Context: an optimization exercise on an open-source flow, tuned for small area, a short achievable clock period and few clock cycles per item. The choices shown serve that exercise and are no tape-out recipe.
In this exercise RTL edits were held to simulation tests only and were not proved equivalent to the original.
Power and IR drop assume default switching activity.

[design/flow/config.mk]
export PLATFORM = sky130hd
export DESIGN_NAME = sigmoidLayer
export DESIGN_NICKNAME = sigmoidLayer
export VERILOG_FILES = /design/flow/design.v
export SDC_FILE = /design/flow/constraint.sdc
export NUM_CORES = 4
export LEC_CHECK = 0
export CAP_MARGIN = 20
export CORE_MARGIN = 2
export CORE_UTILIZATION = 40
export CTS_BUF_LIST = sky130_fd_sc_hd__clkbuf_8
export PLACE_DENSITY = 0.6
export SETUP_SLACK_MARGIN = 1.5
export SLEW_MARGIN = 20
[design/flow/constraint.sdc]
create_clock -name core_clock -period 4.5 [get_ports {clk}]
set_input_delay 0.9000 -clock core_clock [delete_from_list [all_inputs] [get_ports {clk}]]
set_output_delay 0.9000 -clock core_clock [all_outputs]
set_load 0.01 [all_outputs]
[design/flow/design.v]
package sigmoidPkg;
    localparam int DATA_W = 16;
    localparam int FRAC_W = 8;
    typedef logic signed [DATA_W-1:0] preAct_t;
    typedef logic [DATA_W-1:0] act_t;
    function automatic logic [7:0] sigmoidHalf(input logic [3:0] q, input logic [2:0] t);
        case ({q, t})
            7'd1: sigmoidHalf = 8'd6;   
            7'd2: sigmoidHalf = 8'd13;   
            7'd3: sigmoidHalf = 8'd19;   
            7'd4: sigmoidHalf = 8'd25;   
            7'd5: sigmoidHalf = 8'd31;   
            7'd8: sigmoidHalf = 8'd31;   
            7'd9: sigmoidHalf = 8'd37;   
            7'd10: sigmoidHalf = 8'd43;   
            7'd11: sigmoidHalf = 8'd49;   
            7'd12: sigmoidHalf = 8'd54;   
            7'd13: sigmoidHalf = 8'd59;   
            7'd16: sigmoidHalf = 8'd59;   
            7'd17: sigmoidHalf = 8'd64;   
            7'd18: sigmoidHalf = 8'd69;   
            7'd19: sigmoidHalf = 8'd73;   
            7'd20: sigmoidHalf = 8'd77;   
            7'd21: sigmoidHalf = 8'd81;   
            7'd24: sigmoidHalf = 8'd81;   
            7'd25: sigmoidHalf = 8'd85;   
            7'd26: sigmoidHalf = 8'd88;   
            7'd27: sigmoidHalf = 8'd92;   
            7'd28: sigmoidHalf = 8'd95;   
            7'd29: sigmoidHalf = 8'd97;   
            7'd32: sigmoidHalf = 8'd97;   
            7'd33: sigmoidHalf = 8'd100;   
            7'd34: sigmoidHalf = 8'd102;   
            7'd35: sigmoidHalf = 8'd105;   
            7'd36: sigmoidHalf = 8'd107;   
            7'd37: sigmoidHalf = 8'd109;   
            7'd40: sigmoidHalf = 8'd109;   
            7'd41: sigmoidHalf = 8'd110;   
            7'd42: sigmoidHalf = 8'd112;   
            7'd43: sigmoidHalf = 8'd113;   
            7'd44: sigmoidHalf = 8'd115;   
            7'd45: sigmoidHalf = 8'd116;   
            7'd48: sigmoidHalf = 8'd116;   
            7'd49: sigmoidHalf = 8'd117;   
            7'd50: sigmoidHalf = 8'd118;   
            7'd51: sigmoidHalf = 8'd119;   
            7'd52: sigmoidHalf = 8'd120;   
            7'd53: sigmoidHalf = 8'd120;   
            7'd56: sigmoidHalf = 8'd120;   
            7'd57: sigmoidHalf = 8'd121;   
            7'd58: sigmoidHalf = 8'd122;   
            7'd59: sigmoidHalf = 8'd122;   
            7'd60: sigmoidHalf = 8'd123;   
            7'd61: sigmoidHalf = 8'd123;   
            7'd64: sigmoidHalf = 8'd123;   
            7'd65: sigmoidHalf = 8'd124;   
            7'd66: sigmoidHalf = 8'd124;   
            7'd67: sigmoidHalf = 8'd125;   
            7'd68: sigmoidHalf = 8'd125;   
            7'd69: sigmoidHalf = 8'd125;   
            7'd72: sigmoidHalf = 8'd125;   
            7'd73: sigmoidHalf = 8'd125;   
            7'd74: sigmoidHalf = 8'd126;   
            7'd75: sigmoidHalf = 8'd126;   
            7'd76: sigmoidHalf = 8'd126;   
            7'd77: sigmoidHalf = 8'd126;   
            7'd80: sigmoidHalf = 8'd126;   
            7'd81: sigmoidHalf = 8'd126;   
            7'd82: sigmoidHalf = 8'd127;   
            7'd83: sigmoidHalf = 8'd127;   
            7'd84: sigmoidHalf = 8'd127;   
            7'd85: sigmoidHalf = 8'd127;   
            7'd88: sigmoidHalf = 8'd127;   
            7'd89: sigmoidHalf = 8'd127;   
            7'd90: sigmoidHalf = 8'd127;   
            7'd91: sigmoidHalf = 8'd127;   
            7'd92: sigmoidHalf = 8'd127;   
            7'd93: sigmoidHalf = 8'd128;   
            default: sigmoidHalf = 8'd0;
        endcase
    endfunction
endpackage
`timescale 1ns/1ps
module sigmoidLaneIn(x, s, d);
  input [15:0] x;
  wire [15:0] x;
  output s;
  wire s;
  output [7:0] d;
  wire [7:0] d;
  wire _108_;
  wire _109_;
  wire _110_;
  wire _111_;
  wire _112_;
  wire _113_;
  wire _114_;
  wire _115_;
  wire _116_;
  wire _117_;
  wire _118_;
  wire _119_;
  wire _120_;
  wire _121_;
  wire _122_;
  wire _123_;
  wire _124_;
  wire _125_;
  wire _126_;
  wire _127_;
  wire _128_;
  wire _129_;
  wire _130_;
  wire _131_;
  wire _132_;
  wire _133_;
  wire _134_;
  wire _135_;
  wire _136_;
  wire _137_;
  wire _138_;
  wire _139_;
  wire _140_;
  wire _141_;
  wire _142_;
  wire _143_;
  wire _144_;
  wire _145_;
  wire _146_;
  wire _147_;
  wire _148_;
  wire _149_;
  wire _150_;
  wire _151_;
  wire _152_;
  wire _153_;
  wire _154_;
  wire _155_;
  wire _156_;
  wire _157_;
  wire _158_;
  wire _159_;
  wire _160_;
  wire _161_;
  wire _162_;
  wire _163_;
  wire _164_;
  wire _165_;
  wire _166_;
  wire _167_;
  wire _168_;
  wire _169_;
  wire _170_;
  wire _171_;
  wire _172_;
  wire _173_;
  wire _174_;
  wire _175_;
  wire _176_;
  wire _177_;
  wire _178_;
  wire _179_;
  wire _180_;
  wire _181_;
  wire _182_;
  wire _183_;
  wire _184_;
  wire _185_;
  wire _186_;
  wire _187_;
  wire _188_;
  wire _189_;
  wire _190_;
  wire _191_;
  wire _192_;
  wire _193_;
  wire _194_;
  wire _195_;
  wire _196_;
  wire _197_;
  wire _198_;
  wire _199_;
  wire _200_;
  wire _201_;
  wire _202_;
  wire _203_;
  wire _204_;
  wire _205_;
  wire _206_;
  wire _207_;
  wire _208_;
  wire _209_;
  wire _210_;
  wire _211_;
  wire _212_;
  wire _213_;
  wire _214_;
  wire _215_;
  wire _216_;
  wire _217_;
  wire _218_;
  wire _219_;
  wire _220_;
  wire _221_;
  wire _222_;
  wire _223_;
  wire _224_;
  wire _225_;
  wire _226_;
  wire _227_;
  wire _228_;
  wire _229_;
  wire _230_;
  wire _231_;
  wire _232_;
  wire _233_;
  wire _234_;
  wire _235_;
  wire _236_;
  wire _237_;
  wire _238_;
  wire _239_;
  wire _240_;
  wire _241_;
  wire _242_;
  wire _243_;
  wire _244_;
  wire _245_;
  wire _246_;
  wire _247_;
  wire _248_;
  wire _249_;
  wire _250_;
  wire _251_;
  wire _252_;
  wire _253_;
  wire _254_;
  wire _255_;
  wire _256_;
  wire _257_;
  wire _258_;
  wire _259_;
  wire _260_;
  wire _261_;
  wire _262_;
  wire _263_;
  wire _264_;
  wire _265_;
  wire _266_;
  wire _267_;
  wire _268_;
  wire _269_;
  wire _270_;
  wire _271_;
  wire _272_;
  wire _273_;
  wire _274_;
  wire _275_;
  wire _276_;
  wire _277_;
  wire _278_;
  wire _279_;
  wire _280_;
  wire _281_;
  wire _282_;
  wire _283_;
  wire _284_;
  wire _285_;
  wire _286_;
  wire _287_;
  wire _288_;
  wire _289_;
  wire _290_;
  wire _291_;
  wire _292_;
  wire _293_;
  wire _294_;
  wire _295_;
  wire _296_;
  wire _297_;
  wire _298_;
  wire _299_;
  wire _300_;
  wire _301_;
  wire _302_;
  wire _303_;
  wire _304_;
  wire _305_;
  wire _306_;
  wire _307_;
  wire _308_;
  wire _309_;
  wire _310_;
  wire _311_;
  wire _312_;
  wire _313_;
  wire _314_;
  wire _315_;
  wire _316_;
  wire _317_;
  wire _318_;
  wire _319_;
  wire _320_;
  wire _321_;
  wire _322_;
  wire _323_;
  wire _324_;
  wire _325_;
  wire _326_;
  wire _327_;
  wire _328_;
  wire _329_;
  wire _330_;
  wire _331_;
  wire _332_;
  wire _333_;
  wire _334_;
  wire _335_;
  wire _336_;
  wire _337_;
  wire _338_;
  wire _339_;
  wire _340_;
  wire _341_;
  wire _342_;
  wire _343_;
  wire _344_;
  wire _345_;
  wire _346_;
  wire _347_;
  wire _348_;
  wire _349_;
  wire _350_;
  wire _351_;
  wire _352_;
  wire _353_;
  wire _354_;
  wire _355_;
  wire _356_;
  wire _357_;
  wire _358_;
  wire _359_;
  wire _360_;
  wire _361_;
  wire _362_;
  wire _363_;
  wire _364_;
  wire _365_;
  wire _366_;
  wire _367_;
  wire _368_;
  wire _369_;
  wire _370_;
  wire _371_;
  wire _372_;
  wire _373_;
  wire _374_;
  wire _375_;
  wire _376_;
  wire _377_;
  wire _378_;
  wire _379_;
  wire _380_;
  wire _381_;
  wire _382_;
  wire _383_;
  wire _384_;
  wire _385_;
  wire _386_;
  wire _387_;
  wire _388_;
  wire _389_;
  wire _390_;
  wire _391_;
  wire _392_;
  wire _393_;
  wire _394_;
  wire _395_;
  wire _396_;
  wire _397_;
  wire _398_;
  wire _399_;
  wire _400_;
  wire _401_;
  wire _402_;
  wire _403_;
  wire _404_;
  wire _405_;
  wire _406_;
  wire _407_;
  wire _408_;
  wire _409_;
  wire _410_;
  wire _411_;
  wire _412_;
  wire _413_;
  wire _414_;
  wire _415_;
  wire _416_;
  wire _417_;
  wire _418_;
  wire _419_;
  wire _420_;
  wire _421_;
  wire _422_;
  wire _423_;
  wire _424_;
  wire _425_;
  wire _426_;
  wire _427_;
  wire _428_;
  wire _429_;
  wire _430_;
  wire _431_;
  wire _432_;
  wire _433_;
  wire _434_;
  wire _435_;
  wire _436_;
  wire _437_;
  wire _438_;
  wire _439_;
  wire _440_;
  wire _441_;
  wire _442_;
  wire _443_;
  wire _444_;
  wire _445_;
  wire _446_;
  wire _447_;
  wire _448_;
  wire _449_;
  wire _450_;
  wire _451_;
  wire _452_;
  wire _453_;
  wire _454_;
  wire _455_;
  wire _456_;
  wire _457_;
  wire _458_;
  wire _459_;
  wire _460_;
  wire _461_;
  wire _462_;
  wire _463_;
  wire _464_;
  wire _465_;
  wire _466_;
  wire _467_;
  wire _468_;
  wire _469_;
  wire _470_;
  wire _471_;
  wire _472_;
  wire _473_;
  wire _474_;
  wire _475_;
  wire _476_;
  wire _477_;
  wire _478_;
  wire _479_;
  wire _480_;
  wire _000_;
  wire _001_;
  wire _002_;
  wire _003_;
  wire _004_;
  wire _005_;
  wire _006_;
  wire _007_;
  wire _008_;
  wire _009_;
  wire _010_;
  wire _011_;
  wire _012_;
  wire _013_;
  wire _014_;
  wire _015_;
  wire _016_;
  wire _017_;
  wire _018_;
  wire _019_;
  wire _020_;
  wire _021_;
  wire _022_;
  wire _023_;
  wire _024_;
  wire _025_;
  wire _026_;
  wire _027_;
  wire _028_;
  wire _029_;
  wire _030_;
  wire _031_;
  wire _032_;
  wire _033_;
  wire _034_;
  wire _035_;
  wire _036_;
  wire _037_;
  wire _038_;
  wire _039_;
  wire _040_;
  wire _041_;
  wire _042_;
  wire _043_;
  wire _044_;
  wire _045_;
  wire _046_;
  wire _047_;
  wire _048_;
  wire _049_;
  wire _050_;
  wire _051_;
  wire _052_;
  wire _053_;
  wire _054_;
  wire _055_;
  wire _056_;
  wire _057_;
  wire _058_;
  wire _059_;
  wire _060_;
  wire _061_;
  wire _062_;
  wire _063_;
  wire _064_;
  wire _065_;
  wire _066_;
  wire _067_;
  wire _068_;
  wire _069_;
  wire _070_;
  wire _071_;
  wire _072_;
  wire _073_;
  wire _074_;
  wire _075_;
  wire _076_;
  wire _077_;
  wire _078_;
  wire _079_;
  wire _080_;
  wire _081_;
  wire _082_;
  wire _083_;
  wire _084_;
  wire _085_;
  wire _086_;
  wire _087_;
  wire _088_;
  wire _089_;
  wire _090_;
  wire _091_;
  wire _092_;
  wire _093_;
  wire _094_;
  wire _095_;
  wire _096_;
  wire _097_;
  wire _098_;
  wire _099_;
  wire _100_;
  wire _101_;
  wire _102_;
  wire _103_;
  wire _104_;
  wire _105_;
  wire _106_;
  wire _107_;
  assign _108_ = x[0] & x[1];
  assign _109_ = _108_ & x[2];
  assign _110_ = _109_ | x[4];
  assign _033_ = _110_ | x[3];
  assign _034_ = ~ x[6];
  assign _111_ = ~ _033_;
  assign _112_ = ~ _034_;
  assign _113_ = ~ x[5];
  assign _114_ = _111_ | _112_;
  assign _035_ = _114_ | _113_;
  assign _115_ = _116_ & _117_;
  assign _116_ = ~ x[1];
  assign _117_ = ~ x[2];
  assign _118_ = ~ x[4];
  assign _119_ = ~ x[3];
  assign _120_ = _115_ | _118_;
  assign _036_ = _120_ | _119_;
  assign _037_ = ~ x[5];
  assign _121_ = ~ _036_;
  assign _122_ = ~ x[6];
  assign _123_ = ~ _037_;
  assign _124_ = _121_ | _122_;
  assign _038_ = _124_ | _123_;
  assign _125_ = ~ _035_;
  assign _126_ = ~ _038_;
  assign _039_ = _125_ | _126_;
  assign _040_ = ~ _039_;
  assign _127_ = _128_ & _129_;
  assign _128_ = ~ x[3];
  assign _129_ = ~ x[2];
  assign _130_ = ~ x[5];
  assign _041_ = _127_ | _130_;
  assign _131_ = _132_ & _133_;
  assign _132_ = ~ x[0];
  assign _133_ = ~ x[1];
  assign _134_ = ~ x[3];
  assign _135_ = ~ x[2];
  assign _136_ = _131_ | _134_;
  assign _042_ = _136_ | _135_;
  assign _137_ = _139_ & _140_;
  assign _138_ = _141_ & _142_;
  assign _139_ = ~ _042_;
  assign _140_ = ~ x[4];
  assign _141_ = ~ _037_;
  assign _142_ = ~ x[4];
  assign _043_ = _137_ | _138_;
  assign _143_ = _145_ & _146_;
  assign _144_ = _147_ & _148_;
  assign _145_ = ~ x[4];
  assign _146_ = ~ _043_;
  assign _147_ = ~ _041_;
  assign _148_ = ~ _043_;
  assign _044_ = _143_ | _144_;
  assign _149_ = ~ _040_;
  assign _150_ = ~ _044_;
  assign _045_ = _149_ | _150_;
  assign _046_ = ~ _045_;
  assign _047_ = ~ x[7];
  assign _048_ = ~ x[8];
  assign _151_ = ~ _047_;
  assign _152_ = ~ _048_;
  assign _049_ = _151_ | _152_;
  assign _153_ = ~ x[7];
  assign _154_ = ~ x[8];
  assign _050_ = _153_ | _154_;
  assign _155_ = ~ _049_;
  assign _156_ = ~ _050_;
  assign _051_ = _155_ | _156_;
  assign _157_ = ~ _034_;
  assign _158_ = ~ _047_;
  assign _052_ = _157_ | _158_;
  assign _159_ = ~ x[6];
  assign _160_ = ~ x[7];
  assign _053_ = _159_ | _160_;
  assign _161_ = ~ _052_;
  assign _162_ = ~ _053_;
  assign _054_ = _161_ | _162_;
  assign _055_ = ~ _054_;
  assign _056_ = _163_ & _164_;
  assign _163_ = ~ _051_;
  assign _164_ = ~ _055_;
  assign _165_ = ~ _046_;
  assign _166_ = ~ _056_;
  assign _057_ = _165_ | _166_;
  assign _167_ = x[8] & _169_;
  assign _168_ = _170_ & x[9];
  assign _169_ = ~ x[9];
  assign _170_ = ~ x[8];
  assign _058_ = _167_ | _168_;
  assign _059_ = _171_ & _172_;
  assign _171_ = ~ x[9];
  assign _172_ = ~ x[10];
  assign _060_ = ~ x[9];
  assign _061_ = ~ x[10];
  assign _062_ = _173_ & _174_;
  assign _173_ = ~ _060_;
  assign _174_ = ~ _061_;
  assign _063_ = _175_ & _176_;
  assign _175_ = ~ _059_;
  assign _176_ = ~ _062_;
  assign _177_ = _179_ & _180_;
  assign _178_ = _181_ & _182_;
  assign _179_ = ~ _057_;
  assign _180_ = ~ _063_;
  assign _181_ = ~ _058_;
  assign _182_ = ~ _063_;
  assign _064_ = _177_ | _178_;
  assign _065_ = ~ x[15];
  assign _183_ = ~ _065_;
  assign _184_ = ~ _048_;
  assign _066_ = _183_ | _184_;
  assign _185_ = ~ x[15];
  assign _186_ = ~ x[8];
  assign _067_ = _185_ | _186_;
  assign _187_ = ~ _066_;
  assign _188_ = ~ _067_;
  assign _068_ = _187_ | _188_;
  assign _069_ = ~ _068_;
  assign _189_ = _190_ & _191_;
  assign _190_ = ~ _054_;
  assign _191_ = ~ _069_;
  assign _192_ = ~ _046_;
  assign _070_ = _189_ | _192_;
  assign _071_ = _193_ & _194_;
  assign _193_ = ~ _069_;
  assign _194_ = ~ _040_;
  assign _072_ = ~ _051_;
  assign _073_ = _195_ & _196_;
  assign _195_ = ~ _054_;
  assign _196_ = ~ _072_;
  assign _197_ = _199_ & _200_;
  assign _198_ = _201_ & _202_;
  assign _199_ = ~ _071_;
  assign _200_ = ~ _056_;
  assign _201_ = ~ _073_;
  assign _202_ = ~ _056_;
  assign _074_ = _197_ | _198_;
  assign _075_ = _203_ & _204_;
  assign _203_ = ~ _044_;
  assign _204_ = ~ _039_;
  assign _205_ = _207_ & _208_;
  assign _206_ = x[15] & x[6];
  assign _207_ = ~ x[15];
  assign _208_ = ~ x[6];
  assign _076_ = _205_ | _206_;
  assign _209_ = ~ _075_;
  assign _210_ = ~ _076_;
  assign _077_ = _209_ | _210_;
  assign _211_ = ~ _070_;
  assign _212_ = ~ _074_;
  assign _213_ = ~ _077_;
  assign _214_ = _211_ | _212_;
  assign _078_ = _214_ | _213_;
  assign _079_ = _215_ & _216_;
  assign _215_ = ~ _051_;
  assign _216_ = ~ _040_;
  assign _080_ = ~ _079_;
  assign _217_ = ~ _078_;
  assign _218_ = ~ _080_;
  assign _081_ = _217_ | _218_;
  assign _219_ = x[8] & _221_;
  assign _220_ = _222_ & x[10];
  assign _221_ = ~ x[10];
  assign _222_ = ~ x[8];
  assign _082_ = _219_ | _220_;
  assign _083_ = ~ _082_;
  assign _223_ = ~ _081_;
  assign _224_ = ~ _083_;
  assign _084_ = _223_ | _224_;
  assign _225_ = _227_ & _228_;
  assign _226_ = x[15] & x[10];
  assign _227_ = ~ x[15];
  assign _228_ = ~ x[10];
  assign _085_ = _225_ | _226_;
  assign _229_ = _231_ & _232_;
  assign _230_ = _233_ & _234_;
  assign _231_ = ~ _080_;
  assign _232_ = ~ _085_;
  assign _233_ = ~ _055_;
  assign _234_ = ~ _085_;
  assign _086_ = _229_ | _230_;
  assign _087_ = ~ _056_;
  assign _088_ = ~ _058_;
  assign _235_ = ~ _088_;
  assign _236_ = ~ _055_;
  assign _089_ = _235_ | _236_;
  assign _090_ = ~ _063_;
  assign _237_ = _239_ & _240_;
  assign _238_ = _241_ & _242_;
  assign _239_ = ~ _087_;
  assign _240_ = ~ _090_;
  assign _241_ = ~ _089_;
  assign _242_ = ~ _090_;
  assign _091_ = _237_ | _238_;
  assign _092_ = ~ _091_;
  assign _093_ = ~ _076_;
  assign _094_ = _243_ & _244_;
  assign _243_ = ~ _055_;
  assign _244_ = ~ _093_;
  assign _245_ = ~ _092_;
  assign _246_ = ~ _094_;
  assign _095_ = _245_ | _246_;
  assign _247_ = _249_ & _250_;
  assign _248_ = x[15] & x[9];
  assign _249_ = ~ x[15];
  assign _250_ = ~ x[9];
  assign _096_ = _247_ | _248_;
  assign _251_ = _252_ & _253_;
  assign _252_ = ~ _069_;
  assign _253_ = ~ _093_;
  assign _254_ = ~ _089_;
  assign _097_ = _251_ | _254_;
  assign _255_ = _256_ & _257_;
  assign _256_ = ~ _051_;
  assign _257_ = ~ _068_;
  assign _258_ = ~ _088_;
  assign _098_ = _255_ | _258_;
  assign _259_ = _263_ & _264_;
  assign _260_ = _265_ & _266_;
  assign _261_ = _267_ & _268_;
  assign _262_ = _269_ & _270_;
  assign _263_ = ~ _056_;
  assign _264_ = ~ _097_;
  assign _265_ = ~ _056_;
  assign _266_ = ~ _098_;
  assign _267_ = ~ _096_;
  assign _268_ = ~ _097_;
  assign _269_ = ~ _096_;
  assign _270_ = ~ _098_;
  assign _271_ = _259_ | _260_;
  assign _272_ = _271_ | _261_;
  assign _099_ = _272_ | _262_;
  assign _273_ = _277_ & _278_;
  assign _274_ = _273_ & _279_;
  assign _275_ = _280_ & _281_;
  assign _276_ = _275_ & _282_;
  assign _277_ = ~ _099_;
  assign _278_ = ~ _045_;
  assign _279_ = ~ _091_;
  assign _280_ = ~ _094_;
  assign _281_ = ~ _045_;
  assign _282_ = ~ _091_;
  assign _100_ = _274_ | _276_;
  assign _283_ = _095_ & _075_;
  assign _284_ = _283_ & _099_;
  assign _101_ = _284_ | _100_;
  assign _285_ = _286_ & _287_;
  assign _102_ = _285_ & _288_;
  assign _286_ = ~ x[15];
  assign _287_ = ~ x[11];
  assign _288_ = ~ _062_;
  assign _289_ = _290_ & _291_;
  assign _103_ = _289_ & _292_;
  assign _290_ = ~ x[12];
  assign _291_ = ~ x[13];
  assign _292_ = ~ x[14];
  assign _293_ = ~ x[15];
  assign _294_ = ~ x[11];
  assign _104_ = _293_ | _294_;
  assign _295_ = ~ x[12];
  assign _296_ = ~ x[13];
  assign _297_ = ~ x[14];
  assign _298_ = _295_ | _296_;
  assign _105_ = _298_ | _297_;
  assign _299_ = _300_ & _301_;
  assign _106_ = _299_ & _302_;
  assign _300_ = ~ _104_;
  assign _301_ = ~ _105_;
  assign _302_ = ~ _059_;
  assign _303_ = _305_ & _306_;
  assign _304_ = _307_ & _308_;
  assign _305_ = ~ _102_;
  assign _306_ = ~ _106_;
  assign _307_ = ~ _103_;
  assign _308_ = ~ _106_;
  assign _107_ = _303_ | _304_;
  assign _309_ = _312_ & _313_;
  assign _310_ = _314_ & _315_;
  assign _311_ = _316_ & _317_;
  assign _312_ = ~ _084_;
  assign _313_ = ~ _107_;
  assign _314_ = ~ _086_;
  assign _315_ = ~ _107_;
  assign _316_ = ~ _101_;
  assign _317_ = ~ _107_;
  assign _318_ = _309_ | _310_;
  assign _000_ = _318_ | _311_;
  assign d[7] = ~ _000_;
  assign d[6] = _319_ & _320_;
  assign _319_ = ~ _064_;
  assign _320_ = ~ d[7];
  assign _321_ = ~ _045_;
  assign _322_ = ~ _072_;
  assign _323_ = ~ _083_;
  assign _324_ = _321_ | _322_;
  assign _001_ = _324_ | _323_;
  assign _002_ = _325_ & _326_;
  assign _325_ = ~ _055_;
  assign _326_ = ~ _045_;
  assign _327_ = _331_ & _332_;
  assign _328_ = _333_ & _334_;
  assign _329_ = _335_ & _336_;
  assign _330_ = _337_ & _338_;
  assign _331_ = ~ _051_;
  assign _332_ = ~ _040_;
  assign _333_ = ~ _051_;
  assign _334_ = ~ _097_;
  assign _335_ = ~ _068_;
  assign _336_ = ~ _040_;
  assign _337_ = ~ _068_;
  assign _338_ = ~ _097_;
  assign _339_ = _327_ | _328_;
  assign _340_ = _339_ | _329_;
  assign _003_ = _340_ | _330_;
  assign _341_ = _343_ & _344_;
  assign _342_ = _345_ & _346_;
  assign _343_ = ~ _002_;
  assign _344_ = ~ _063_;
  assign _345_ = ~ _003_;
  assign _346_ = ~ _063_;
  assign _004_ = _341_ | _342_;
  assign _347_ = _349_ & _350_;
  assign _348_ = _351_ & _352_;
  assign _349_ = ~ _001_;
  assign _350_ = ~ d[7];
  assign _351_ = ~ _004_;
  assign _352_ = ~ d[7];
  assign d[5] = _347_ | _348_;
  assign _005_ = ~ _002_;
  assign _006_ = _353_ & _354_;
  assign _353_ = ~ _069_;
  assign _354_ = ~ _093_;
  assign _007_ = _355_ & _356_;
  assign _355_ = ~ _051_;
  assign _356_ = ~ _068_;
  assign _357_ = _358_ & _359_;
  assign _358_ = ~ _006_;
  assign _359_ = ~ _007_;
  assign _360_ = ~ _045_;
  assign _008_ = _357_ | _360_;
  assign _361_ = ~ _005_;
  assign _362_ = ~ _008_;
  assign _009_ = _361_ | _362_;
  assign _363_ = ~ _057_;
  assign _364_ = ~ _090_;
  assign _010_ = _363_ | _364_;
  assign _011_ = ~ _010_;
  assign _012_ = _365_ & _366_;
  assign _365_ = ~ _088_;
  assign _366_ = ~ _003_;
  assign _367_ = _371_ & _372_;
  assign _368_ = _367_ & _373_;
  assign _369_ = _374_ & _375_;
  assign _370_ = _369_ & _376_;
  assign _371_ = ~ _009_;
  assign _372_ = ~ _012_;
  assign _373_ = ~ d[7];
  assign _374_ = ~ _011_;
  assign _375_ = ~ _012_;
  assign _376_ = ~ d[7];
  assign d[4] = _368_ | _370_;
  assign _377_ = _378_ & _379_;
  assign _378_ = ~ _054_;
  assign _379_ = ~ _079_;
  assign _380_ = ~ _098_;
  assign _013_ = _377_ | _380_;
  assign _014_ = _381_ & _382_;
  assign _381_ = ~ _096_;
  assign _382_ = ~ _013_;
  assign _383_ = _387_ & _388_;
  assign _384_ = _383_ & _389_;
  assign _385_ = _390_ & _391_;
  assign _386_ = _385_ & _392_;
  assign _387_ = ~ _078_;
  assign _388_ = ~ _014_;
  assign _389_ = ~ d[7];
  assign _390_ = ~ _011_;
  assign _391_ = ~ _014_;
  assign _392_ = ~ d[7];
  assign d[3] = _384_ | _386_;
  assign _015_ = ~ _094_;
  assign _393_ = ~ _075_;
  assign _394_ = ~ _015_;
  assign _016_ = _393_ | _394_;
  assign _395_ = _396_ & _397_;
  assign _396_ = ~ _040_;
  assign _397_ = ~ _055_;
  assign _398_ = ~ _082_;
  assign _399_ = ~ _016_;
  assign _400_ = _395_ | _398_;
  assign _017_ = _400_ | _399_;
  assign _401_ = _013_ & _068_;
  assign _402_ = _096_ & _017_;
  assign _018_ = _401_ | _402_;
  assign _403_ = _405_ & _406_;
  assign _404_ = _407_ & _408_;
  assign _405_ = ~ _009_;
  assign _406_ = ~ _018_;
  assign _407_ = ~ _014_;
  assign _408_ = ~ _018_;
  assign _019_ = _403_ | _404_;
  assign _409_ = _411_ & _412_;
  assign _410_ = _413_ & _414_;
  assign _411_ = ~ _045_;
  assign _412_ = ~ _079_;
  assign _413_ = ~ _073_;
  assign _414_ = ~ _079_;
  assign _020_ = _409_ | _410_;
  assign _415_ = ~ _020_;
  assign _416_ = ~ _005_;
  assign _021_ = _415_ | _416_;
  assign _417_ = ~ _021_;
  assign _418_ = ~ _068_;
  assign _419_ = ~ _092_;
  assign _420_ = _417_ | _418_;
  assign _022_ = _420_ | _419_;
  assign _023_ = ~ _022_;
  assign _421_ = _422_ & _423_;
  assign d[2] = _421_ & _424_;
  assign _422_ = ~ _019_;
  assign _423_ = ~ _023_;
  assign _424_ = ~ d[7];
  assign _425_ = _427_ & _428_;
  assign _426_ = _429_ & _430_;
  assign _427_ = ~ _015_;
  assign _428_ = ~ _096_;
  assign _429_ = ~ _088_;
  assign _430_ = ~ _096_;
  assign _024_ = _425_ | _426_;
  assign _431_ = ~ _039_;
  assign _432_ = ~ _094_;
  assign _025_ = _431_ | _432_;
  assign _433_ = ~ _024_;
  assign _434_ = ~ _016_;
  assign _435_ = ~ _025_;
  assign _436_ = _433_ | _434_;
  assign _026_ = _436_ | _435_;
  assign _437_ = _054_ & _439_;
  assign _438_ = _440_ & _075_;
  assign _439_ = ~ _075_;
  assign _440_ = ~ _054_;
  assign _027_ = _437_ | _438_;
  assign _441_ = _442_ & _443_;
  assign _442_ = ~ _027_;
  assign _443_ = ~ _019_;
  assign _444_ = ~ _011_;
  assign _028_ = _441_ | _444_;
  assign _445_ = _447_ & _448_;
  assign _446_ = _445_ & _449_;
  assign _447_ = ~ _083_;
  assign _448_ = ~ _003_;
  assign _449_ = ~ _023_;
  assign _450_ = ~ _026_;
  assign _451_ = ~ _028_;
  assign _452_ = _446_ | _450_;
  assign _029_ = _452_ | _451_;
  assign d[1] = _453_ & _454_;
  assign _453_ = ~ d[7];
  assign _454_ = ~ _029_;
  assign _455_ = ~ _080_;
  assign _456_ = ~ _085_;
  assign _030_ = _455_ | _456_;
  assign _457_ = _093_ & _071_;
  assign _458_ = _096_ & _071_;
  assign _459_ = _093_ & _030_;
  assign _460_ = _096_ & _030_;
  assign _461_ = _457_ | _458_;
  assign _462_ = _461_ | _459_;
  assign _031_ = _462_ | _460_;
  assign _032_ = _463_ & _464_;
  assign _463_ = ~ _031_;
  assign _464_ = ~ _101_;
  assign _465_ = _471_ & _472_;
  assign _466_ = _465_ & _473_;
  assign _467_ = _474_ & _475_;
  assign _468_ = _467_ & _476_;
  assign _469_ = _477_ & _478_;
  assign _470_ = _469_ & _479_;
  assign _471_ = ~ _084_;
  assign _472_ = ~ _107_;
  assign _473_ = ~ _032_;
  assign _474_ = ~ _086_;
  assign _475_ = ~ _107_;
  assign _476_ = ~ _032_;
  assign _477_ = ~ _022_;
  assign _478_ = ~ _107_;
  assign _479_ = ~ _032_;
  assign _480_ = _466_ | _468_;
  assign d[0] = _480_ | _470_;
  assign s = x[15];
endmodule
module sigmoidLaneOut (
    input  logic       s,
    input  logic [7:0] d,
    output logic [8:0] result
);
    logic [7:0] lower;
    logic or01;
    logic or23;
    logic or45;
    logic or03;
    assign or01 = d[0] | d[1];
    assign or23 = d[2] | d[3];
    assign or45 = d[4] | d[5];
    assign or03 = or01 | or23;
    assign lower[0] = 1'b0;
    assign lower[1] = d[0];
    assign lower[2] = or01;
    assign lower[3] = or01 | d[2];
    assign lower[4] = or03;
    assign lower[5] = or03 | d[4];
    assign lower[6] = or03 | or45;
    assign lower[7] = or03 | or45 | d[6];
    assign result[6:0] = d[6:0] ^ ({7{s}} & lower[6:0]);
    assign result[7] = ~(d[7] ^ (s & lower[7]));
    assign result[8] = ~s & d[7];
endmodule
`timescale 1ns/1ps
module sigmoidLayer #(
    parameter int NUM_LANES = 10
) (
    input  logic                                 clk,
    input  logic                                 rst,
    input  logic                                 inValid,
    output logic                                 inReady,
    input  sigmoidPkg::preAct_t [NUM_LANES-1:0] inData,
    output logic                                 outValid,
    input  logic                                 outReady,
    output sigmoidPkg::act_t [NUM_LANES-1:0]    outData
);
    logic sNext [NUM_LANES];
    logic [7:0] dNext [NUM_LANES];
    logic sReg [NUM_LANES];
    logic [7:0] dReg [NUM_LANES];
    logic [8:0] res [NUM_LANES];
    logic accept;
    assign inReady = !outValid || outReady;
    assign accept = inValid && inReady;
    always_ff @(posedge clk) begin
        if (rst) begin
            outValid <= 1'b0;
        end else if (inReady) begin
            outValid <= inValid;
        end
    end
    for (genvar i = 0; i < NUM_LANES; i++) begin : genLane
        sigmoidLaneIn laneIn (
            .x(inData[i]),
            .s(sNext[i]),
            .d(dNext[i])
        );
        always_ff @(posedge clk) begin
            if (accept) begin
                sReg[i] <= sNext[i];
                dReg[i] <= dNext[i];
            end
        end
        sigmoidLaneOut laneOut (
            .s(sReg[i]),
            .d(dReg[i]),
            .result(res[i])
        );
        assign outData[i] = {7'd0, res[i]};
    end
endmodule
[design/flow/flow/run.sh]
#!/bin/bash
# Standard synthesis, then the combinational logic re-mapped by ABC for area (registers kept
# as the standard synthesis made them), then the standard layout from floorplan to finish.
set -euo pipefail
W=$(pwd)
R=$W/orfs/results/${FLOW_PLATFORM}/sigmoidLayer/base
L=$W/orfs/logs/${FLOW_PLATFORM}/sigmoidLayer/base
LIB=$FLOW_HOME/platforms/${FLOW_PLATFORM}/lib/sky130_fd_sc_hd__tt_025C_1v80.lib

# 1. The standard synthesis
bash standard.sh $R/1_2_yosys.v > $W/log_1_synth.txt 2>&1
cp $R/1_2_yosys.v $W/std_1_2_yosys.v

# 2. Re-map the combinational cells for area
python3 $W/flow/mkmap.py $LIB $W/comb_cells.v > $W/log_2_mkmap.txt 2>&1
DONTUSE=$(grep -o -- "-dont_use [A-Za-z0-9_]*" $L/1_2_yosys.log | sort -u | tr '\n' ' ')
if [[ -f $W/flow/remap.abc ]]; then
  cp $W/flow/remap.abc $W/remap.abc
else
  printf 'strash\ndch -f\nmap -a\ntopo\nstime -p\n' > $W/remap.abc
fi
# The logic from the registers to the outputs may get its own (faster) mapping first
OUTPASS=""
if [[ -f $W/flow/remap_out.abc ]]; then
  cp $W/flow/remap_out.abc $W/remap_out.abc
  OUTPASS="select -set oc o:outData %ci*:-sky130_fd_sc_hd__edfxtp_1
abc -liberty $LIB $DONTUSE -script $W/remap_out.abc @oc
select -clear"
fi
cat > $W/remap.ys <<EOS
read_liberty -lib $LIB
read_verilog $W/std_1_2_yosys.v
hierarchy -top $FLOW_TOP
techmap -map $W/comb_cells.v
techmap
opt -purge
$OUTPASS
abc -liberty $LIB $DONTUSE -script $W/remap.abc
opt_clean -purge
hilomap -singleton -hicell sky130_fd_sc_hd__conb_1 HI -locell sky130_fd_sc_hd__conb_1 LO
insbuf -buf sky130_fd_sc_hd__buf_4 A X
splitnets
opt_clean -purge
stat -liberty $LIB
write_verilog -noattr -noexpr -nohex -nodec $W/remap_1_2_yosys.v
EOS
yosys -s $W/remap.ys > $W/log_2_remap.txt 2>&1
cp $W/remap_1_2_yosys.v $R/1_2_yosys.v
touch $R/1_2_yosys.v

# 3. The standard layout, with the smallest buffer on the ports
export BUFFER_PORTS_ARGS="-buffer_cell ${PORT_BUFFER:-sky130_fd_sc_hd__buf_1}"
bash standard.sh > $W/log_3_layout.txt 2>&1
[design/flow/flow/mkmap.py]
#!/usr/bin/env python3
# Writes a Yosys techmap file turning each combinational liberty cell into its logic function.
import re, sys
lib = open(sys.argv[1]).read()
out = open(sys.argv[2], 'w')
pos = 0
cells = []
for m in re.finditer(r'\n\s*cell\s*\(\s*"?(\w+)"?\s*\)\s*\{', lib):
    cells.append((m.group(1), m.start()))
cells.append((None, len(lib)))
n = 0
for (name, s), (_, e) in zip(cells, cells[1:]):
    body = lib[s:e]
    if re.search(r'\n\s*(ff|latch|statetable)\s*\(', body):
        continue
    pins = []
    for pm in re.finditer(r'\n\s*pin\s*\(\s*"?(\w+)"?\s*\)\s*\{', body):
        pb = body[pm.end():pm.end() + 4000]
        # cut at next pin
        nxt = re.search(r'\n\s*pin\s*\(', pb)
        if nxt: pb = pb[:nxt.start()]
        d = re.search(r'direction\s*:\s*"?(\w+)"?', pb)
        f = re.search(r'\bfunction\s*:\s*"([^"]*)"', pb)
        pins.append((pm.group(1), d.group(1) if d else None, f.group(1) if f else None))
    outs = [p for p in pins if p[1] == 'output']
    ins = [p for p in pins if p[1] == 'input']
    if not outs or any(o[2] is None for o in outs):
        continue
    ports = [p[0] for p in ins] + [o[0] for o in outs]
    out.write(f"module {name} ({', '.join(ports)});\n")
    for p in ins: out.write(f"  input {p[0]};\n")
    for o in outs:
        fn = o[2].replace('!', '~')
        fn = re.sub(r'\b1\b', "1'b1", fn); fn = re.sub(r'\b0\b', "1'b0", fn)
        out.write(f"  output {o[0]};\n  assign {o[0]} = {fn};\n")
    out.write("endmodule\n\n")
    n += 1
print(n, "cells")
[design/flow/flow/remap.abc]
strash
&get -n
&deepsyn -S 1 -T 120
&put
dch -f
map -D 1200
topo
stime -p
[design/flow/flow/remap_out.abc]
strash
dch -f
map -D 500
topo
stime -p
[design/flow/standard.sh]
#!/bin/bash
# synth_recipe.tcl (not shown) runs the flow's synth.tcl, then flattens the netlist and writes it again
# the make line also repeats each setting of config.mk as NAME=value (left out here)
make -C /OpenROAD-flow-scripts/flow DESIGN_CONFIG=/design/flow/config.mk WORK_HOME=/design/flow/orfs CLKGATE_MAP_FILE= SYNTH_SCRIPT=/design/flow/synth_recipe.tcl "${@:-finish}"
==> summary.txt, run 1 <==
slew margin rel.=0.5664; Max clock buf depth=2; Syn Area/Cell=6.438 sq um; post-route minimum period=2.797 ns; Int Power=1642 uW; largest net degree at the start of global routing=39; DR DRC count=0; Hold Buf Count CTS=0; cell area after synthesis=0.01096 sq mm; total gr overflow=0; fin nets=2,125; CTS sink count=91; Vias/cell=5.408; startpoint types=input pin; clock latency on the worst-skew pair=0.37 ns; die width=169.6 um; Port Buf Inserts=255; most common library cell in the layout ignoring fill and taps=nand2_1; setup bufs post-CTS=0; Core Rows=60; total power=2832 uW; MaxCap Viol Count=0; Final Hold Fails=0; WP data arrival=2.91 ns; Setup Viol. Count Final=0; final setup TNS=0 ns; Sequential Power Share=0.367; CP Max Fanout=9; Inserted Clock Buffers=9; outcome=no timing/DRC/antenna violations; Die Ht=169.6 um; Power Dens Cells=230.4 mW/mm^2; first-pass detailed-route iteration total=7; share of layout cells above drive strength 1=0.03461; Die Area=0.02875 sq mm; Crit Reg-Reg Endpoint=dReg[2][0]; via count=12,472; Fmax achieved=357.6 MHz; critical path type=input pin to register; switching power=1189 uW; Root Buffer=clkbuf_8; routability cong.=0.9472; Worst-path clk slew=0.09 ns; DP HPWL=26,620 um; CTS tree=built; Sw Share=0.4200; maximum resistive drop on vdd=0.0001463 V; initial antenna violation count=0; Iteration-0 DRC Markers=637; period utilisation layout=0.6215; clock skew=0.008304 ns; wire length per cell=13.82 um; cells on worst reg2reg path=2; Overall Global Routing Usage=0.2146; RSZ-0062 raised after global routing=false; Detailed Route WL=31,860 um; antenna-violating nets left=0; Hold WC Path Type=register to register; vias in the first global route=11,227; diode count=0; reg2reg start=outValid; Synth Instances=1,703; first-pass GRT wire length=51,600 um; Comb pwr share=0.434; WHS Path Cells=2; H-tree depth reported by CTS=3; flop2flop setup slack=2.73 ns; Yosys warning total=8; CP Capture Type=register; hold path startpoint=outValid; Ports=326; Critical Path RT=4.61 ns; Layout area overhead=12.09%; Slew @ Worst Pin=0.6474 ns; leak pwr=0.004542 uW; Fill cells=2,828; Core Area=0.02695 sq mm; commonest cells after routing, fill and taps aside=nand2_1 (366), buf_1 (254), nor2_1 (243), clkinv_1 (229), nand3_1 (99); Post-CTS Resized=0; starting density of the core=0.4068; clock share of power=0.199; Slew Limit Fails=0; Min-Delay Endpoint=outValid
-- worst max path at each step --
| stage | from | to | slack (ns) |
|---|---|---|---|
| 2_1_floorplan | outReady | dReg[0][0] | 1.54 |
| 3_3_place_gp | inData[22] | dReg[1][1] | 1.14 |
| 3_5_place_dp | inData[22] | dReg[1][2] | 1.09 |
| 4_1_cts | inData[22] | dReg[1][2] | 1.52 |
| 5_1_grt | inData[81] | dReg[5][3] | 1.51 |
| 6_report | inData[6] | dReg[0][6] | 1.70 |
-- per-stage QoR --
step                instances  setup slack [ns]  hold slack (ns)  cell area, sq um  utilization
floorplan                1772             1.537           0.6124             11230            -
global placement         2291             1.144           0.5271             12040       0.4468
detailed placement       2291             1.091           0.5404             12040       0.4468
CTS                      2306             1.517           0.5530             12230       0.4538
global route             2306             1.507           0.6027             12290       0.4560
finish                   2306             1.703           0.5486             12290       0.4560
-- critical path: stages --
cell      delay [ns]
buf_1           0.38
nor2_1          0.20
nor2_1          0.29
clkinv_1        0.25
nand2_1         0.11
nand2_1         0.06
nand3_1         0.08
o311ai_0        0.12
nand2_1         0.12
nand3_1         0.07
nand2_1         0.20
a21oi_1         0.09
-- state kept, by name (all words and copies together) (netlist names) --
signal / cells
dReg: 80
sReg: 10
outValid: 1
-- layout make-up --
cell class / count / area, sq um / share of cell area
inverter: 228 / 855.8 / 0.06964
clock inverter: 6 / 65.06 / 0.005294
clock buffer: 9 / 123.9 / 0.01008
multi-input combinational: 1373 / 7114 / 0.5789
tap: 341 / 426.7 / 0.03472
timing repair buffer: 258 / 980.9 / 0.07982
sequential: 91 / 2723 / 0.2215
-- metal layers --
metal | up-vias | routed length (um) | GRT usage
li1 | 6299 | - | -
met1 | 5594 | 14050 | 0.2760
met2 | 516 | 15110 | 0.3723
met3 | 63 | 1959 | 0.02752
met4 | 0 | 746 | 0.07098
met5 | - | 0 | 0
-- power groups by stage --
stage | combinational (uW) | sequential [uW] | clock (uW)
2_1_floorplan | 883 | 1050 | 0
3_3_place_gp | 1220 | 1060 | 0
3_5_place_dp | 1200 | 1060 | 0
4_1_cts | 1210 | 1040 | 587
5_1_grt | 1380 | 1050 | 619
6_report | 1230 | 1040 | 564
Testbench counts, summed over its fixed seeds: cycles 16,008, beats 16,000.
==> run 2: changes to the inputs <==
--- a/design/flow/config.mk
+++ b/design/flow/config.mk
@@ -8,7 +8,6 @@
 export CAP_MARGIN = 20
 export CORE_MARGIN = 2
-export CORE_UTILIZATION = 40
-export CTS_BUF_LIST = sky130_fd_sc_hd__clkbuf_8
-export PLACE_DENSITY = 0.6
+export CORE_UTILIZATION = 55
+export PLACE_DENSITY = 0.65
 export SETUP_SLACK_MARGIN = 1.5
 export SLEW_MARGIN = 20
==> summary.txt, run 2 <==
Worst path slowest cell=buf_1; outcome=no timing/DRC/antenna violations; cell area after synthesis=0.01096 sq mm; Fmax achieved=354.2 MHz; maximum resistive drop on vdd=0.0001876 V; largest net degree at the start of global routing=91; largest registers=dReg x80, sReg x10, outValid x1; Ports=326; Overall Global Routing Usage=0.2847; die width=145.2 um; MaxCap Viol Count=0; Hold WS=0.5589 ns; Fill cells=1,802; share of layout cells above drive strength 1=0.03360; Die Ht=145.2 um; CP Capture Type=register; Worst Path Buf+Inv=2; Iteration-0 DRC Markers=799; CP cell instances=buf_1 -> xor2_2 -> clkinv_1 -> nand2_1 -> o211a_1 -> o221ai_1 -> a21o_2 -> a31o_2 -> a211oi_1; period utilisation layout=0.6275; RSZ-0062 raised after global routing=false; leak pwr=0.004602 uW; Die Area=0.02108 sq mm; initial antenna violation count=3; antenna-violating nets left=0; Slew Limit Fails=0; CP top delay family=compound AO/OA/AOI/OAI gates; Yosys warning total=8; wire length per cell=13.82 um; Port Buf Inserts=255; startpoint types=input pin; most common library cell in the layout ignoring fill and taps=nand2_1; fin nets=2,124; final instance area=0.01231 sq mm; Max clock buf depth=2; critical path type=input pin to register; DP HPWL=25,040 um; WP data arrival=2.99 ns; CTS tree=built; largest stage delay on the critical path=0.34 ns; first-pass detailed-route iteration total=6; via count=12,585; total gr overflow=0; clock skew=0.006645 ns; Power Dens Cells=249.2 mW/mm^2; Core Area=0.01953 sq mm; Vias/cell=5.643; Slew @ Worst Pin=0.5855 ns; Setup Viol. Count Final=0; final setup TNS=0 ns; Core Rows=51; first-pass GRT wire length=51,280 um; Syn Area/Cell=6.438 sq um; setup bufs post-CTS=0; Hold WC Path Type=register to register; vias in the first global route=11,445; CP Max Fanout=8; CTS sink count=91; Hold Buf Count CTS=0; Inserted Clock Buffers=9; slew margin rel.=0.6067; starting density of the core=0.5615; clock latency on the worst-skew pair=0.35 ns; Root Buffer=clkbuf_16; flip-flop count of the largest register after layout=80; Layout area overhead=12.29%; Largest Register=dReg; H-tree depth reported by CTS=3; post-route minimum period=2.824 ns; Worst-path clk slew=0.06 ns; routability cong.=1.011; area post-placement=0.01195 sq mm; Synth Instances=1,703; DR DRC count=0; Detailed Route WL=30,830 um; Critical Path RT=4.67 ns; commonest cells after routing, fill and taps aside=nand2_1 (367), buf_1 (251), nor2_1 (243), clkinv_1 (230), nand3_1 (99); Final Hold Fails=0
run 2: layout make-up:
type	instances	area (sq um)	area share
Antenna cell	1	2.502	0.0002033
Clock buffer	9	225.2	0.01829
Clock inverter	6	81.33	0.006606
Inverter	228	855.8	0.06951
Multi-Input combinational cell	1373	7103	0.5769
Sequential cell	91	2723	0.2211
Tap cell	265	331.6	0.02693
Timing Repair Buffer	257	989.7	0.08039
run 2: final timing paths:
path | startpoint | end | slack [ns] | cells past startpoint
setup / recovery | inData[119] | dReg[7][6] | 1.68 | 9
hold / removal | outValid | outValid | 0.56 | 2
setup reg to reg | outValid | sReg[8] | 3.16 | 2
hold reg to reg | outValid | outValid | 0.56 | 2
run 2: power breakdown:
group / switching [uW] / total, uW / leakage, uW / internal, uW
Combinational: 835 / 1230 / 0.00357 / 399
Clock: 316 / 795 / 0.000150 / 479
Sequential: 48.2 / 1040 / 0.000881 / 991
run 2: per-stage QoR:
stage	cells	worst slack (ns)	utilization	total power, uW
3_5_place_dp	2214	1.117	0.6120	2251
4_1_cts	2229	1.512	0.6277	3049
2_1_floorplan	1772	1.537	-	1929
3_3_place_gp	2214	1.242	0.6120	2253
5_1_grt	2229	1.503	0.6304	3264
6_report	2230	1.676	0.6305	3068
run 2: worst min-delay path, stage by stage, from the launching register on:
cell and delay, ns:
dfxtp_1 0.35, nand2_1 0.11, a21oi_1 0.06
run 2: layer usage:
metal / track usage / share of wire / vias up
li1: - / - / 6300
met1: 0.3353 / 0.40 / 5636
met2: 0.5167 / 0.49 / 561
met3: 0.06101 / 0.082 / 84
met4: 0.08922 / 0.025 / 4
met5: 0 / 0.0010 / -
run 2: what timing repair did:
item                       in CTS  in global routing
pin swaps                       0                  0
resized for setup               1                 18
setup endpoints to repair       4                 44
==> run 3: changes to the inputs <==
--- a/design/flow/flow/run.sh
+++ b/design/flow/flow/run.sh
@@ -28,5 +28,9 @@
 select -clear"
 fi
-cat > $W/remap.ys <<EOS
+# One remap per seed of the area script (4 at a time); keep the smallest
+SEEDS=${REMAP_SEEDS:-$(cat $W/flow/remap_seeds 2>/dev/null || echo 1)}
+for S in $SEEDS; do
+  sed "s/-S [0-9]*/-S $S/" $W/remap.abc > $W/remap_s$S.abc
+  cat > $W/remap_s$S.ys <<EOS
 read_liberty -lib $LIB
 read_verilog $W/std_1_2_yosys.v
@@ -36,5 +40,5 @@
 opt -purge
 $OUTPASS
-abc -liberty $LIB $DONTUSE -script $W/remap.abc
+abc -liberty $LIB $DONTUSE -script $W/remap_s$S.abc
 opt_clean -purge
 hilomap -singleton -hicell sky130_fd_sc_hd__conb_1 HI -locell sky130_fd_sc_hd__conb_1 LO
@@ -42,8 +46,19 @@
 splitnets
 opt_clean -purge
-stat -liberty $LIB
-write_verilog -noattr -noexpr -nohex -nodec $W/remap_1_2_yosys.v
+tee -o $W/remap_s$S.stat stat -liberty $LIB
+write_verilog -noattr -noexpr -nohex -nodec $W/remap_s$S.v
 EOS
-yosys -s $W/remap.ys > $W/log_2_remap.txt 2>&1
+  yosys -s $W/remap_s$S.ys > $W/log_2_remap_s$S.txt 2>&1 &
+  while (( $(jobs -r | wc -l) >= 4 )); do sleep 1; done
+done
+wait
+BEST=""; BESTA=""
+for S in $SEEDS; do
+  A=$(grep -o "Chip area for module .*: [0-9.]*" $W/remap_s$S.stat | awk '{print $NF}')
+  echo "seed $S area $A" >> $W/log_2_remap_pick.txt
+  if [[ -z "$BEST" ]] || python3 -c "import sys; sys.exit(0 if $A < $BESTA else 1)"; then BEST=$S; BESTA=$A; fi
+done
+echo "picked seed $BEST area $BESTA" >> $W/log_2_remap_pick.txt
+cp $W/remap_s$BEST.v $W/remap_1_2_yosys.v
 cp $W/remap_1_2_yosys.v $R/1_2_yosys.v
 touch $R/1_2_yosys.v
==> design/flow/flow/remap_seeds (new file) <==
1 2 3 4
--- a/design/flow/config.mk
+++ b/design/flow/config.mk
@@ -8,6 +8,7 @@
 export CAP_MARGIN = 20
 export CORE_MARGIN = 2
-export CORE_UTILIZATION = 55
-export PLACE_DENSITY = 0.65
+export CORE_UTILIZATION = 40
+export CTS_BUF_LIST = sky130_fd_sc_hd__clkbuf_8
+export PLACE_DENSITY = 0.6
 export SETUP_SLACK_MARGIN = 1.5
 export SLEW_MARGIN = 20
==> summary.txt, run 3 <==
outcome=no timing/DRC/antenna violations; routability cong.=0.9595; first-pass GRT wire length=50,130 um; wire length per cell=13.40 um; initial antenna violation count=3; fin nets=2,105; starting density of the core=0.4052; leak pwr=0.004487 uW; H-tree depth reported by CTS=3; Worst-path clk slew=0.09 ns; Iteration-0 DRC Markers=648; total gr overflow=0; Fmax achieved=351.7 MHz; final instance area=0.01215 sq mm; Core Rows=60; CP Max Fanout=7; Worst path slowest cell=a2111oi_0; Slew @ Worst Pin=0.8511 ns; Layout area overhead=11.87%; clock latency on the worst-skew pair=0.38 ns; Overall Global Routing Usage=0.2081; startpoint types=input pin; Detailed Route WL=30,650 um; reg2reg start=outValid; Ports=326; Max clock buf depth=2; DR DRC count=0; slew margin rel.=0.4252; flip-flop count of the largest register after layout=80; Hold Buf Count CTS=0; area post-placement=0.01193 sq mm; cell area after synthesis=0.01086 sq mm; Root Buffer=clkbuf_8; Port Buf Inserts=255; vias in the first global route=11,208; Power Dens Cells=225.8 mW/mm^2; CTS tree=built; CP cell instances=buf_1 -> clkinv_1 -> nand2_1 -> nand2_1 -> nand2_1 -> clkinv_1 -> a211oi_2 -> o211ai_1 -> a31oi_1 -> a21oi_1 -> a2111oi_0; flop2flop setup slack=3.07 ns; antenna-violating nets left=0; period utilisation layout=0.6319; commonest cells after routing, fill and taps aside=nand2_1 (374), buf_1 (253), clkinv_1 (226), nor2_1 (218), a21oi_1 (101); share of layout cells above drive strength 1=0.03494; largest registers=dReg x80, sReg x10, outValid x1; Setup Viol. Count Final=0; largest net degree at the start of global routing=50; Final Hold Fails=0; Core Area=0.02680 sq mm; post-route minimum period=2.844 ns; Vias/cell=5.390; CTS sink count=91; Hold WC Path Type=register to register; Die Area=0.02849 sq mm; most common library cell in the layout ignoring fill and taps=nand2_1; Worst Path Buf+Inv=3; largest stage delay on the critical path=0.41 ns; RSZ-0062 raised after global routing=false; clock skew=0.008909 ns; Yosys warning total=8; Die Ht=168.8 um; WHS Path Cells=2; Min-Delay Endpoint=outValid; cells on worst reg2reg path=2; hold path startpoint=outValid; Worst path most repeated cell=nand2_1; Slew Limit Fails=0; maximum resistive drop on vdd=0.0001063 V; final setup TNS=0 ns; die width=168.8 um; Critical Path RT=4.65 ns; first-pass detailed-route iteration total=5; DP HPWL=25,090 um; Syn Area/Cell=6.449 sq um; Synth Instances=1,684; CP Capture Type=register; WP data arrival=2.99 ns; critical path type=input pin to register; Inserted Clock Buffers=9; MaxCap Viol Count=0; Largest Register=dReg; Crit Reg-Reg Endpoint=dReg[9][6]; via count=12,333; CP top delay family=compound AO/OA/AOI/OAI gates
-- run 3: how the worst max path moves through the flow --
stage	slack [ns]	endpoint	from	depth (start not counted)
detailed placement	0.98	dReg[1][3]	inData[20]	10
global placement	1.08	dReg[1][3]	inData[18]	10
finish	1.66	dReg[2][1]	inData[40]	11
floorplan	1.54	dReg[0][0]	outReady	2
CTS	1.49	dReg[0][4]	inData[2]	9
global route	1.50	dReg[2][1]	inData[36]	9
-- run 3: metrics by stage --
| step | setup slack, ns | power, uW | hold WS (ns) | std cells | utilization |
|---|---|---|---|---|---|
| after floorplan | 1.537 | 1889 | 0.6124 | 1753 | - |
| after global placement | 1.085 | 2219 | 0.5329 | 2271 | 0.4451 |
| after detailed placement | 0.9777 | 2206 | 0.5382 | 2271 | 0.4451 |
| after CTS | 1.492 | 2752 | 0.5525 | 2287 | 0.4519 |
| after global routing | 1.502 | 2956 | 0.5918 | 2287 | 0.4532 |
| final | 1.656 | 2744 | 0.5485 | 2288 | 0.4533 |
-- run 3: final cells by class --
| class | count | area [sq um] |
|---|---|---|
| Multi-Input combinational cell | 1356 | 6998 |
| Fill cell | 2814 | 14650 |
| Inverter | 226 | 848.3 |
| Antenna cell | 1 | 2.502 |
| Clock inverter | 7 | 52.55 |
| Tap cell | 341 | 426.7 |
| Timing Repair Buffer | 257 | 974.7 |
| Sequential cell | 91 | 2723 |
| Clock buffer | 9 | 123.9 |
-- run 3: tightest hold or removal path, cell delays in order, from the launching register on --
cell and delay [ns]:
dfxtp_1 0.35, nand2_1 0.09, a21oi_1 0.06
-- run 3: what timing repair did --
action / CTS / global route
gates resized for setup: 3 / 12
buffers inserted: 0 / 0
setup endpoints to repair: 6 / 32
-- run 3: routing by layer --
layer | vias to the layer above | global-route usage | share of wire
met1 | 5541 | 0.2520 | 0.43
li1 | 6223 | - | -
met5 | - | 0 | 0.00078
met3 | 80 | 0.03320 | 0.064
met2 | 485 | 0.3587 | 0.47
met4 | 4 | 0.1042 | 0.034
-- run 3: power by group --
part	total [uW]	leakage [uW]	switching (uW)	internal, uW
combinational	1180	0.00352	804	376
sequential	1030	0.000879	46.0	986
clock	532	0.0000900	327	205
total	2740	0.00449	1180	1570
==> run 4: changes to the inputs <==
--- a/design/flow/config.mk
+++ b/design/flow/config.mk
@@ -11,4 +11,4 @@
 export CTS_BUF_LIST = sky130_fd_sc_hd__clkbuf_8
 export PLACE_DENSITY = 0.6
-export SETUP_SLACK_MARGIN = 1.5
+export SETUP_SLACK_MARGIN = 1.3
 export SLEW_MARGIN = 20
==> summary.txt, run 4 <==
outcome=no timing/DRC/antenna violations; critical path type=input pin to register; period utilisation layout=0.6654; DP Cell Count=2,271; Power Dens Cells=226.0 mW/mm^2; Iteration-0 DRC Markers=703; H-tree depth reported by CTS=3; Final Hold Fails=0; Detailed Route WL=30,700 um; MaxCap Viol Count=0; largest stage delay on the critical path=0.52 ns; DR DRC count=0; Setup WS pre-CTS=0.9777 ns; global routing usage on met1=0.2520; Crit Reg-Reg Endpoint=dReg[9][6]; antenna-violating nets left=0; GR Util met3=0.03320; Core Area=0.02680 sq mm; first-pass GRT wire length=50,130 um; Core Rows=60; startpoint types=input pin; Fmax achieved=333.9 MHz; via count=12,281; vias in the first global route=11,208; Port Buf Inserts=255; flip-flop count of the largest register after layout=80; CTS sink count=91; maximum resistive drop on vdd=0.0001042 V; Critical Path Stages=10; Final WS setup=1.506 ns; Hold WC Path Type=register to register; leak pwr=0.004477 uW; CP Capture Type=register; largest net degree at the start of global routing=50; most common library cell in the layout ignoring fill and taps=nand2_1; Critical Path RT=4.61 ns; Multi-input gate area=0.006964 sq mm; fin nets=2,105; Layout area overhead=11.54%; starting density of the core=0.4052; cell area after synthesis=0.01086 sq mm; grt peak-use layer=met2; Ports=326; Final Non-Filler Cells=2,288; Largest Register=dReg; DP HPWL=25,090 um; final setup TNS=0 ns; commonest cells after routing, fill and taps aside=nand2_1 (375), buf_1 (254), clkinv_1 (226), nor2_1 (219), a21oi_1 (102); CP cell instances=buf_1 -> o211ai_1 -> nand3_1 -> a21boi_1 -> nand3_1 -> o21a_1 -> o21ai_0 -> nand4_1 -> o21ai_0 -> nor3_1; Root Buffer=clkbuf_8; wire length per cell=13.42 um; Die Ht=168.8 um; Hold Buf Count CTS=0; largest registers=dReg x80, sReg x10, outValid x1; Inserted Clock Buffers=9; met2 usage=0.3587; slew margin rel.=0.4249; total gr overflow=0; Worst Path Buf+Inv=1; initial antenna violation count=3; Slew Limit Fails=0; die width=168.8 um; Slew @ Worst Pin=0.8516 ns; CTS tree=built; CP top delay family=compound AO/OA/AOI/OAI gates; cells on worst reg2reg path=2; setup bufs post-CTS=0; Max clock buf depth=2; Synth Instances=1,684; Syn Area/Cell=6.449 sq um; Vias/cell=5.368; CP Max Fanout=5; first-pass detailed-route iteration total=6; Worst path slowest cell=o21ai_0; share of layout cells above drive strength 1=0.03032; Setup Viol. Count Final=0; reg2reg start=outValid; RSZ-0062 raised after global routing=true; Register Area=0.002723 sq mm; post-route minimum period=2.994 ns; Setup crit end=dReg[1][3]; Yosys warning total=8; Die Area=0.02849 sq mm; routability cong.=0.9595; Fill cells=2,819; WP data arrival=3.11 ns; Overall Global Routing Usage=0.2081; flop2flop setup slack=3.07 ns; clock latency on the worst-skew pair=0.37 ns; Worst-path clk slew=0.10 ns; clock skew=0.008015 ns; crit path from=inData[20]
## run 4: power breakdown
part	total, uW	internal [uW]	leakage (uW)	switching [uW]
Sequential	1030	986	0.000879	46.1
Combinational	1180	374	0.00351	802
Clock	530	205	0.0000900	325
Total	2740	1570	0.00448	1170
## run 4: worst min-delay path by stage
stage                         from        to  slack [ns]  cells after the start
after CTS                 outValid  outValid        0.55                      2
final                     outValid  outValid        0.55                      2
after global routing      outValid  outValid        0.59                      2
after global placement    outValid  outValid        0.53                      2
after detailed placement  outValid  outValid        0.54                      2
after floorplan           outValid  outValid        0.61                      2
## run 4: tightest hold or removal path, cell delays in order, from the launching register on
cell and delay (ns):
dfxtp_1 0.35, nand2_1 0.09, a21oi_1 0.06
## run 4: repair_timing
action / 4_1_cts / 5_1_grt
gates resized for setup: 0 / 5
endpoints found under the setup margin: 0 / 11
endpoints found under the hold margin: 0 / 0
## run 4: layout make-up
class	instances	share of cell area
clock inverter	7	0.004338
inverter	226	0.07003
sequential	91	0.2247
antenna	1	0.0002066
clock buffer	9	0.01023
timing repair buffer	257	0.08036
tap	341	0.03522
multi-input combinational	1356	0.5749
## run 4: metrics by stage
stage	hold slack, ns	utilization	power [uW]	area (sq um)
after global routing	0.5918	0.4519	2952	12110
final	0.5486	0.4520	2738	12110
after floorplan	0.6124	-	1889	11130
after detailed placement	0.5382	0.4451	2206	11930
after CTS	0.5525	0.4517	2751	12110
after global placement	0.5329	0.4451	2219	11930
## run 4: metal layers
| layer | share of wire | wire [um] |
|---|---|---|
| met1 | 0.43 | 13060 |
| met2 | 0.47 | 14550 |
| met3 | 0.065 | 2006 |
| met4 | 0.034 | 1047 |
| met5 | 0.00078 | 24 |
==> run 5: changes to the inputs <==
--- a/design/flow/config.mk
+++ b/design/flow/config.mk
@@ -11,4 +11,4 @@
 export CTS_BUF_LIST = sky130_fd_sc_hd__clkbuf_8
 export PLACE_DENSITY = 0.6
-export SETUP_SLACK_MARGIN = 1.3
+export SETUP_SLACK_MARGIN = 1.7
 export SLEW_MARGIN = 20
==> summary.txt, run 5 <==
first-pass detailed-route iteration total=7; CP top delay family=simple AND/OR/NAND/NOR gates; Worst Path Buf+Inv=1; wire length per cell=13.48 um; reg2reg start=outValid; Fmax achieved=369.5 MHz; clock latency on the worst-skew pair=0.38 ns; Crit Reg-Reg Endpoint=dReg[4][1]; Port Buf Inserts=255; starting density of the core=0.4052; CP cell instances=nor4_1 -> nand4_1 -> nand3_1 -> nand2_1 -> clkbuf_2; WHS Path Cells=2; maximum resistive drop on vdd=0.0001169 V; Detailed Route WL=30,860 um; startpoint types=register; commonest cells after routing, fill and taps aside=nand2_1 (373), buf_1 (243), clkinv_1 (220), nor2_1 (209), nand3_1 (98); Final WS setup=1.794 ns; flip-flop count of the largest register after layout=80; clock skew=0.02029 ns; Register Area=0.002723 sq mm; DP HPWL=25,440 um; Power Dens Cells=224.8 mW/mm^2; Worst path slowest cell=nor4_1; largest registers=dReg x80, sReg x10, outValid x1; CTS sink count=91; Iteration-0 DRC Markers=662; largest net degree at the start of global routing=62; RSZ-0062 raised after global routing=true; share of layout cells above drive strength 1=0.06106; WP data arrival=1.81 ns; Slew Limit Fails=0; Vias/cell=5.376; Root Buffer=clkbuf_8; leak pwr=0.004589 uW; Die Area=0.02849 sq mm; Worst-path clk slew=0.11 ns; routability cong.=0.9621; fin nets=2,108; slew margin rel.=0.5624; Overall Global Routing Usage=0.2088; antenna-violating nets left=0; DR DRC count=0; period utilisation layout=0.6014; Syn Area/Cell=6.449 sq um; Largest Register=dReg; largest stage delay on the critical path=0.48 ns; Core Area=0.02680 sq mm; Setup Viol. Count Final=0; CP Capture Type=primary output; diode count=0; Fill cells=2,835; total gr overflow=0; Final Hold Fails=0; H-tree depth reported by CTS=3; Inserted Clock Buffers=9; cells on worst reg2reg path=2; CTS tree=built; Core Rows=60; Hold WC Path Type=register to register; hold path startpoint=outValid; final setup TNS=0 ns; Critical Path RT=3.60 ns; Slew @ Worst Pin=0.6479 ns; post-route minimum period=2.706 ns; Yosys warning total=8; critical path type=register to primary output; Setup WS pre-CTS=1.165 ns; die width=168.8 um; Multi-input gate area=0.007147 sq mm; first-pass GRT wire length=50,190 um; Critical Path Stages=5; Hold WS=0.5387 ns; Die Ht=168.8 um; Max clock buf depth=2; via count=12,311; total power=2781 uW; initial antenna violation count=1; Ports=326; vias in the first global route=10,994; Hold Buf Count CTS=0; CP Max Fanout=4; Layout area overhead=13.91%; flop2flop setup slack=3.27 ns; MaxCap Viol Count=0; most common library cell in the layout ignoring fill and taps=nand2_1; Min-Delay Endpoint=outValid; outcome=no timing/DRC/antenna violations; Synth Instances=1,684; cell area after synthesis=0.01086 sq mm
run 5: cell count changes in the layout (fill, tap and decap cells not counted), moves of 6 or more:
cell      before  now
buf_1        254  243
clkbuf_2       1   11
clkinv_1     226  220
nor2_1       219  209
nor2_2         0   10
nor3_1        52   46
nor3_2         0    6
run 5: how the worst max path moves through the flow:
stage	startpoint	to	slack, ns
after detailed placement	inData[20]	dReg[1][6]	1.16
after floorplan	outReady	dReg[0][0]	1.65
after CTS	inData[103]	dReg[6][1]	1.71
after global placement	inData[103]	dReg[6][1]	1.17
after global routing	inData[47]	dReg[2][1]	1.61
final	dReg[9][1]	outData[151]	1.79
run 5: per-stage QoR:
stage | area, sq um | util | std cells
final | 12370 | 0.4616 | 2290
after global routing | 12370 | 0.4616 | 2290
after CTS | 12150 | 0.4534 | 2287
after detailed placement | 11960 | 0.4462 | 2271
after global placement | 11960 | 0.4462 | 2271
after floorplan | 11150 | - | 1753
run 5: metal layers:
layer  vias to the layer above  GRT usage  wire, um
met5                         -          0        13
met4                         2    0.06109       617
met3                        53    0.03343      2079
met2                       493     0.3573     14470
met1                      5542     0.2717     13680
li1                       6221          -         -
run 5: worst register-to-register path: cells and delay by family (launching register included):
family / cells / cell delay, ns
buf+inv: 1 / 0.36
flops: 1 / 0.35
compound gates: 1 / 0.16
run 5: area by class of cell:
type / count / share of cell area
Clock buffer: 9 / 0.01001
Clock inverter: 7 / 0.004754
Inverter: 226 / 0.07029
Multi-Input combinational cell: 1356 / 0.5777
Sequential cell: 91 / 0.2201
Tap cell: 341 / 0.03449
Timing Repair Buffer: 260 / 0.08263
run 5: power by group:
part           switching, uW  internal, uW  leakage, uW
combinational            821           390      0.00362
clock                    325           211    0.0000925
sequential              47.9           986     0.000879
total                   1190          1590      0.00459
run 5: timing repair:
item                                    4_1_cts  5_1_grt
buffers inserted                              0        3
resized for setup                             5       60
hold endpoints to repair                      0        0
endpoints found under the setup margin       14       66
pin swaps                                     0        1

[re-timing with driven ports]
No port has a modelled driver above. Below, the same layouts with a new extraction and two added sets of constraints.
Step 1: set_driving_cell puts a clkbuf_16 on clk and a buf_2 on each other input, an assumption about the parent block.
Step 2 adds t to the input delays and takes it off the output delays; t is the mean of the earliest and latest rising clock arrival at the registers after step 1. Input paths then give back, and output paths get back, about the clock's delay inside the block.
a / b / c = ideal ports / drivers / drivers and shift; a / b = the first two.
run | t (ns) | setup slack, ns | worst setup path at the end | latest minus earliest clock arrival (ns) | cell pins on the clock port's net
run 1 | 0.412 | 1.703 / 1.695 / 1.311 | input to register | 0.014 / 0.014 | 1
run 2 | 0.395 | 1.676 / 1.698 / 1.303 | input to register | 0.009 / 0.009 | 1
run 3 | 0.410 | 1.656 / 1.673 / 1.262 | input to register | 0.015 / 0.015 | 1
run 4 | 0.407 | 1.506 / 1.523 / 1.115 | input to register | 0.014 / 0.015 | 1
run 5 | 0.408 | 1.794 / 1.755 / 1.410 | input to register | 0.020 / 0.021 | 1
After both steps every run listed still meets setup and hold. The setup slack of run 3, which loses most, moves by +0.017 ns with the drivers and by -0.394 ns with both steps.
